Background: an optimization exercise with open tools, aiming at small area, a short achievable clock period and few clock cycles. Do not read the settings as production practice.
No functional check of the RTL was part of any run shown here.

## flow/design.v (module list and top-level ports; edited modules follow where they fit)
// module matmul_sequencer: 1497 lines
module matmul_sequencer (
  input  logic       clk,
  input  logic       rst,
  input  logic       rx_valid,
  input  logic [7:0] rx_data,
  output logic [7:0] tx_data,
  output logic       tx_valid,
  input  logic       tx_ready,
  output logic       busy,
  output logic       done,
  output logic       err
);
  // ...
==> flow/flow/run.sh <==
#!/bin/bash
set -euo pipefail
bash standard.sh SETUP_SLACK_MARGIN=7.65 CTS_CLUSTER_SIZE=25 CTS_CLUSTER_DIAMETER=70 finish > standard.log 2>&1
==> flow/standard.sh <==
#!/bin/bash
# synth_recipe.tcl (not shown) runs the flow's synth.tcl, then flattens the netlist and writes it again
# the make line also repeats each setting of config.mk as NAME=value (left out here)
make -C /OpenROAD-flow-scripts/flow DESIGN_CONFIG=/design/flow/config.mk WORK_HOME=/design/flow/orfs CLKGATE_MAP_FILE= SYNTH_SCRIPT=/design/flow/synth_recipe.tcl "${@:-finish}"
==> flow/config.mk <==
export PLATFORM = sky130hd
export DESIGN_NAME = matmul_sequencer
export DESIGN_NICKNAME = matmul_sequencer
export VERILOG_FILES = /design/flow/design.v
export SDC_FILE = /design/flow/constraint.sdc
export NUM_CORES = 4
export LEC_CHECK = 0
export CAP_MARGIN = 20
export CORE_MARGIN = 2
export CORE_UTILIZATION = 40
export PLACE_DENSITY = 0.6
export SLEW_MARGIN = 20
==> flow/constraint.sdc <==
create_clock -name core_clock -period 11.0 [get_ports {clk}]
set_input_delay 2.2000 -clock core_clock [delete_from_list [all_inputs] [get_ports {clk}]]
set_output_delay 2.2000 -clock core_clock [all_outputs]
set_load 0.01 [all_outputs]
==> results.py, run 1 <==
metrics = {
    "clock_network": {
        "clock_path_buffers": 3,
        "post_cts.repair.setup_buffers": 95,
        "htree_levels": 3,
    },
    "cells_and_area": {
        "count_of_inverters_not_on_the_clock_network_in_the_layout": 305,
        "sequential_cell_area_um2": 27600,
    },
    "route": {
        "route.antenna.remaining_nets": 0,
        "detail_route.wirelength.met1_mm": 57.2,
        "firstDrtPassIters": 6,
        "drt_iter0_markers": 2640,
    },
    "setup_path": {
        "worst_setup_path_endpoint": "cut_q[72]$_DFF_P_",
        "start_kind": "register",
        "worst-endpoint-required_ps": 11580,
        "timing.critical_path.max_delay_family": "adder cells",
        "rr_endpoint": "cut_q[72]$_DFF_P_",
    },
    "sta": {
        "max-slew-margin-rel": 0.299,
        "period_share": 0.329,
        "finalHoldWorstSlack_ps": 318,
        "max_freq_mhz": 276,
    },
    "global_route": {
        "gr-usage-all-layers": 0.198,
        "global_route.peak_usage_layer": "met2",
        "met3_usage": 0.0313,
    },
    "synth": {
        "yosysWarnings": 6,
        "netlist_instances": 4106,
        "post_synth_and_or_nand_nor_area_fraction": 0.0478,
        "yosys_register_bits": 1308,
        "postSynth.topFlopCell": "sky130_fd_sc_hd__dfxtp_1",
        "synth_nets": 4428,
    },
    "run_status": {
        "outcome": "no timing/DRC/antenna violations",
    },
}
==> run 2: changes to the inputs <==
--- a/flow/design.v
+++ b/flow/design.v
@@ -24,40 +24,31 @@
   logic [31:0] ains [0:3];
   logic [31:0] cins [0:3];
   logic        s2v_q, s2fin_q, s2last_q;
   logic [1:0]  s2j_q;
   logic        wfin_q;
   logic [1:0]  wfj_q;
   logic [2:0]  fcol_q;
   logic [31:0] w_q;
-  logic        wv_q, wlast_q, sv_q, slast_q;
-  logic [7:0]  s_q;
+  logic        wv_q, wlast_q;
   logic [1:0]  wb_q, oi_q, oj_q;
   logic        oall_q;
   logic [7:0]  tx_data_q;
   logic        tx_valid_q, tx_last_q;
   logic        rxv, wend, hdr_ok, bload, going_busy, awe;
   logic [31:0] word_d;
   assign rxv    = rx_valid & ~busy_q;
   assign wend   = rxv & (bcnt_q == 2'd3);
   assign word_d = {word_q, rx_data};
   assign hdr_ok = ~nz_q & (rx_data[7:3] == 5'd0) & (rx_data[2:0] != 3'd0) &
                   ~(rx_data[2] & (rx_data[1:0] != 2'd0));
   assign bload  = wend & (st_q == S_B);
   assign going_busy = bload & (ci_q == nm1_q) & (ck_q == pm1_q);
-  function automatic logic [1:0] sig(input logic [1:0] ph);
-    unique case (ph)
-      2'd0:    sig = 2'd0;
-      2'd1:    sig = 2'd2;
-      2'd2:    sig = 2'd3;
-      default: sig = 2'd1;
-    endcase
-  endfunction
-  assign awe    = apend_q & (sig(lph_q + 2'd1) == tr_q);
+  assign awe    = apend_q & ((lph_q + 2'd1) == tr_q);
   always_ff @(posedge clk) begin
     if (rxv) word_q <= word_d[23:0];
     if (wend) hw_q <= word_d;
   end
   always_comb begin
     for (int k = 0; k < 4; k++) begin
       ains[k] = (awe && tk_q == 2'(k)) ? hw_q : ar[k][3];
     end
@@ -1302,45 +1293,41 @@
   assign t_c[28] = s269;
   assign t_s[29] = c269;
   assign t_c[29] = s270;
   assign t_s[30] = c270;
   assign t_c[30] = s271;
   assign t_s[31] = c271;
   assign t_c[31] = s272;
   always_ff @(posedge clk) cut_q <= cut_d;
-  logic        take, txfree, busy_eff, tx_go, from_s, w_to_tx, w_split;
-  logic        wfree, avail, load, direct;
+  logic        take, txfree, busy_eff, tx_go, w_to_tx, wfree, avail, load, direct;
   logic [31:0] src;
   logic [7:0]  wbyte;
   assign take     = tx_valid_q & tx_ready;
   assign txfree   = ~tx_valid_q | tx_ready;
   assign busy_eff = busy_q | going_busy;
   assign tx_go    = txfree & busy_eff;
-  assign from_s   = tx_go & sv_q;
-  assign w_to_tx  = tx_go & ~sv_q & wv_q;
-  assign w_split  = w_to_tx & (wb_q == 2'd2);
-  assign wfree    = ~wv_q | (txfree & busy_q & ~sv_q & wb_q[1]);
+  assign w_to_tx  = tx_go & wv_q;
+  assign wfree    = ~wv_q | (w_to_tx & (wb_q == 2'd3));
   assign src      = cr[oj_q][0];
-  assign avail    = st_q[1] & ~oall_q & (sig(lph_q - 2'd2) == oi_q) &
+  assign avail    = st_q[1] & ~oall_q & ((lph_q + 2'd2) == oi_q) &
                     (({1'b0, oj_q} < fcol_q) | (wfin_q & (wfj_q == oj_q)));
   assign load     = avail & wfree;
-  assign direct   = load & tx_go & ~wv_q & ~sv_q;
+  assign direct   = load & tx_go & ~wv_q;
   always_comb begin
     unique case (wb_q)
       2'd0:    wbyte = w_q[31:24];
       2'd1:    wbyte = w_q[23:16];
       2'd2:    wbyte = w_q[15:8];
       default: wbyte = w_q[7:0];
     endcase
   end
   always_ff @(posedge clk) begin
     if (load) w_q <= src;
-    if (w_split) s_q <= w_q[7:0];
-    if (tx_go) tx_data_q <= sv_q ? s_q : (wv_q ? wbyte : src[31:24]);
+    if (tx_go) tx_data_q <= wv_q ? wbyte : src[31:24];
   end
   always_ff @(posedge clk or posedge rst) begin
     if (rst) begin
       st_q      <= S_HDR;
       bcnt_q    <= '0;
       hcnt_q    <= '0;
       lph_q     <= '0;
       mm1_q     <= '0;
@@ -1363,18 +1350,16 @@
       s2fin_q   <= 1'b0;
       s2last_q  <= 1'b0;
       s2j_q     <= '0;
       wfin_q    <= 1'b0;
       wfj_q     <= '0;
       fcol_q    <= '0;
       wv_q      <= 1'b0;
       wlast_q   <= 1'b0;
-      sv_q      <= 1'b0;
-      slast_q   <= 1'b0;
       wb_q      <= '0;
       oi_q      <= '0;
       oj_q      <= '0;
       oall_q    <= 1'b0;
       tx_valid_q <= 1'b0;
       tx_last_q <= 1'b0;
     end else begin
       done_q <= 1'b0;
@@ -1462,27 +1447,21 @@
           oj_q <= '0;
           if (oi_q == mm1_q) oall_q <= 1'b1;
           else oi_q <= oi_q + 2'd1;
         end else begin
           oj_q <= oj_q + 2'd1;
         end
       end else if (w_to_tx) begin
         wb_q <= wb_q + 2'd1;
-        if (wb_q[1]) wv_q <= 1'b0;
-      end
-      if (w_split) begin
-        sv_q    <= 1'b1;
-        slast_q <= wlast_q;
-      end else if (from_s) begin
-        sv_q    <= 1'b0;
+        if (wb_q == 2'd3) wv_q <= 1'b0;
       end
       if (tx_go) begin
-        tx_valid_q <= sv_q | wv_q | direct;
-        tx_last_q  <= sv_q ? slast_q : (wv_q & wlast_q & (wb_q == 2'd3));
+        tx_valid_q <= wv_q | direct;
+        tx_last_q  <= wv_q & wlast_q & (wb_q == 2'd3);
       end
       if (take && tx_last_q) begin
         done_q <= 1'b1;
         busy_q <= 1'b0;
         st_q   <= S_HDR;
         oi_q   <= '0;
         oj_q   <= '0;
         oall_q <= 1'b0;
==> run 2 against run 1 <==
Sequential cell count is 10 lower; fmax grew 0.22%; hold slack got worse by 2.3 ps; sequential share of layout area increased by 0.41 points; still clean; clock skew increased by 13 ps; routed wire length up 1.6%; area after synthesis decreased by 2.6%; cell area down 2.0%; worst setup slack improved by 7.9 ps.
==> results.py, run 2 <==
metrics = {
    "run_status": {
        "outcome": "no timing/DRC/antenna violations",
    },
    "global_route": {
        "grt.overflow.total": 0,
        "grt_antenna_before_repair": 2,
        "grt_start_max_net_pins": 69,
        "first_global_vias": 30100,
        "grt_first_pass_wirelength_mm": 194,
        "global_route.peak_usage_layer": "met2",
        "global_routing_usage_on_met1": 0.285,
        "met3_usage": 0.0267,
        "met2_usage": 0.338,
        "gr-usage-all-layers": 0.209,
    },
    "clock_network": {
        "clkTransAtPathRegs_ps": 100,
        "cts_tree": "built",
        "cts_made_buffers": 61,
        "cts_root_buf": "sky130_fd_sc_hd__clkbuf_16",
        "cts_sink_count": 1298,
        "clock_path_buffers": 3,
        "htree_levels": 2,
        "clock_latency_ps": 690,
    },
    "synth": {
        "yosys.cell_count.top_type": "sky130_fd_sc_hd__dfxtp_1",
        "postSynth.topFlopCell": "sky130_fd_sc_hd__dfxtp_1",
        "synth.top_cells.by_area": "sky130_fd_sc_hd__dfxtp_1 47%, sky130_fd_sc_hd__fa_1 9.4%, sky130_fd_sc_hd__edfxtp_1 6.0%",
        "synthesis.area_per_instance_um2": 12.2,
        "yosys.area.top_type_share": 0.475,
        "yosys_register_bits": 1298,
        "synth.largest_area_cell": "sky130_fd_sc_hd__dfxtp_1",
        "synth_nets": 4287,
        "synth_commonest_cells": "1146 x sky130_fd_sc_hd__dfxtp_1, 281 x sky130_fd_sc_hd__inv_1, 269 x sky130_fd_sc_hd__a22oi_1",
        "async_set_or_reset_register_ratio_after_synthesis": 0.0431,
        "yosysWarnings": 6,
        "synth-seq-area-share": 0.563,
        "synth-edff-count": 96,
        "syn_area_um2": 48300,
        "number_of_distinct_library_cells_after_synthesis": 66,
        "netlist_instances": 3966,
    },
    "setup_path": {
        "rr_endpoint": "cut_q[70]$_DFF_P_",
        "r2r-start": "hw_q[16]$_DFFE_PN_",
        "worst-endpoint-required_ps": 11560,
        "critical_path.endpoint_type": "register",
        "worst-r2r-setup-slack_ps": 7390,
        "worstSetupStartpoint": "hw_q[16]$_DFFE_PN_",
        "critPathArrivalTime_ps": 4170,
        "worst_setup_path_endpoint": "cut_q[70]$_DFF_P_",
        "critical_path.slowest_cell": "sky130_fd_sc_hd__fa_2",
        "cpMostUsedCell": "sky130_fd_sc_hd__fa_2",
        "critical_path.cell_chain": "buf_12 > a22oi_2 > xor2_1 > fa_1 > fa_2 > inv_1 > fa_2 > inv_2 > fa_1 > inv_1 > fa_2",
        "timing.reg2reg.worst_path_depth": 11,
        "slowest_delay_ps": 550,
        "critPathKind": "register to register",
        "timing.critical_path.fanout_max": 11,
        "start_kind": "register",
    },
    "sta": {
        "fin_clk_skew_ps": 41.4,
        "finalSetupViolations": 0,
        "worst_slew_pin_slew_ps": 908,
        "final.setup.tns_ps": 0,
        "max_freq_mhz": 277,
        "period_share": 0.328,
        "grt_setup_unrepaired": "yes",
        "report.final.hold_viol_count": 0,
        "max-slew-margin-rel": 0.395,
        "layout_setup_ws_ps": 7390,
        "post-route-min-period_ps": 3610,
        "report.final.slew_viol_count": 0,
    },
    "cells_and_area": {
        "layout.cells.most_common": "sky130_fd_sc_hd__dfxtp_1",
        "drive_gt1_frac": 0.209,
        "largestRegisters": "ar (512), cr (512), cut_q (74)",
        "design_area_um2": 55400,
        "syn_to_final_growth_pct": 14.6,
        "fin_nets": 4326,
        "most_frequent_cells_in_the_layout": "1127 x sky130_fd_sc_hd__dfxtp_1, 260 x sky130_fd_sc_hd__nand2_1, 244 x sky130_fd_sc_hd__inv_1, 208 x sky130_fd_sc_hd__xnor2_1, 174 x sky130_fd_sc_hd__a22oi_1",
    },
    "placed_design": {
        "place.port_buffers": 23,
        "place_worst_setup_slack_ps": 5770,
        "place.gp.congestion": 0.845,
        "dp_hpwl_mm": 76.9,
        "placedInstanceArea_um2": 50400,
    },
    "floorplanning": {
        "die_h_um": 352,
        "io-pin-count": 24,
        "start_util": 0.403,
        "floorplan.core_area_um2": 120000,
        "die_width_um": 352,
        "fp.dieArea_um2": 124000,
        "row_count": 127,
    },
    "route": {
        "via_per_inst": 5.26,
        "drt_iter0_markers": 2676,
        "avgRoutedWirePerCell_um": 23.3,
        "dr_total_vias": 29700,
        "firstDrtPassIters": 8,
        "route.detailed.drc": 0,
        "route.antenna.remaining_nets": 0,
        "routed_wirelength_mm": 132,
    },
    "min_path": {
        "hold_wc_path_type": "register to register",
        "timing.hold.worst_path_depth": 0,
    },
    "job": {
        "maxCapViolCount": 0,
    },
}
[run 2: cell types whose count changed in the layout (fill, tap and decap cells not counted), moves of 25 or more]
cell,change
sky130_fd_sc_hd__o221ai_1,-49
sky130_fd_sc_hd__nor2_1,-70
sky130_fd_sc_hd__o21ai_0,-29
sky130_fd_sc_hd__inv_1,-32
sky130_fd_sc_hd__a221oi_1,+57
sky130_fd_sc_hd__a211o_1,-26
sky130_fd_sc_hd__xnor2_1,-25
sky130_fd_sc_hd__nand2_1,+26
sky130_fd_sc_hd__a22oi_1,-31
sky130_fd_sc_hd__o21bai_1,-32
[run 2: cell type report]
type | count | area, um^2
Tap cell | 1612 | 2020
Clock buffer | 73 | 1580
Fill cell | 10800 | 64600
Timing Repair Buffer | 250 | 3060
Multi-Input combinational cell | 2112 | 20200
Antenna cell | 2 | 5.00
Inverter | 282 | 1070
Sequential cell | 1298 | 27300
Clock inverter | 15 | 171
[run 2: critical path, delay by kind of cell (launching register included)]
kind / cells / cell delay [ps]
xor+xnor: 1 / 210
flops: 1 / 450
compound gates: 1 / 210
fa+ha+maj: 5 / 2200
buf+inv: 4 / 400
[run 2: layer usage]
metal	wire length, um	vias up
li1	-	13500
met1	57300	14900
met2	59900	1047
met3	8420	318
met4	5970	0
met5	0	-
[run 2: repair_timing]
| item | CTS | global route |
|---|---|---|
| gates resized for setup | 338 | 113 |
| endpoints found under the setup margin | 224 | 159 |
| gates cloned | 17 | 5 |
| hold buffers | 0 | 0 |
| pin swaps | 99 | 88 |
| buffers inserted | 107 | 30 |
[run 2: cell families (layout without fill, tap and decap cells)]
group / after synthesis / after routing / synth area share
AO/OA/AOI/OAI: 700 / 700 / 0.103
XOR/XNOR: 366 / 366 / 0.0663
adder cells (fa/ha/maj): 309 / 309 / 0.115
buffers and inverters: 559 / 620 / 0.0436
flip-flops: 1298 / 1298 / 0.563
multiplexers: 232 / 232 / 0.0601
other: 0 / 2 / 0
AND/OR/NAND/NOR: 502 / 505 / 0.0486
[run 2: through the flow]
stage	std cells	hold WS, ps	util
floorplan	3966	310	-
global placement	5395	310	0.420
detailed placement	5395	312	0.420
CTS	5607	317	0.455
global route	5642	322	0.462
finish	5644	316	0.462
[run 2: worst min-delay path by stage]
stage / startpoint / to / slack, ps
after floorplan: ar[9][0]$_DFF_P_ / ar[10][0]$_DFF_P_ / 310
after global placement: cr[5][27]$_DFF_P_ / cr[6][27]$_DFF_P_ / 310
after detailed placement: ar[9][3]$_DFF_P_ / ar[10][3]$_DFF_P_ / 310
after CTS: ar[9][26]$_DFF_P_ / ar[10][26]$_DFF_P_ / 320
after global routing: ar[10][6]$_DFF_P_ / ar[11][6]$_DFF_P_ / 320
final: ar[9][26]$_DFF_P_ / ar[10][26]$_DFF_P_ / 320

==> static timing again, ports no longer ideal <==
The results above use ideal ports. As a check the final layouts listed here were re-extracted and re-timed, cells and wires unchanged.
Step 1 assumes that a clkbuf_16 drives the clock port and a buf_2 every other input.
Step 2 also shifts input and output timing later by t, the mid clock arrival at the registers, as if the neighbouring blocks saw the same clock.
Slacks: ideal ports / drivers / drivers and shift; pairs: ideal ports / drivers.
run | t (ns) | setup slack, ns | worst hold slack (ns) | clock arrival spread, ns
run 1 | 0.718 | 7.381 / 7.381 / 6.768 | 0.318 / 0.318 / 0.318 | 0.031 / 0.031
run 2 | 0.741 | 7.389 / 7.389 / 6.682 | 0.316 / 0.316 / 0.316 | 0.042 / 0.042
After both steps every run listed still meets setup and hold. The setup slack of run 2, which loses most, moves by 0.000 ns with the drivers and by -0.707 ns with both steps.
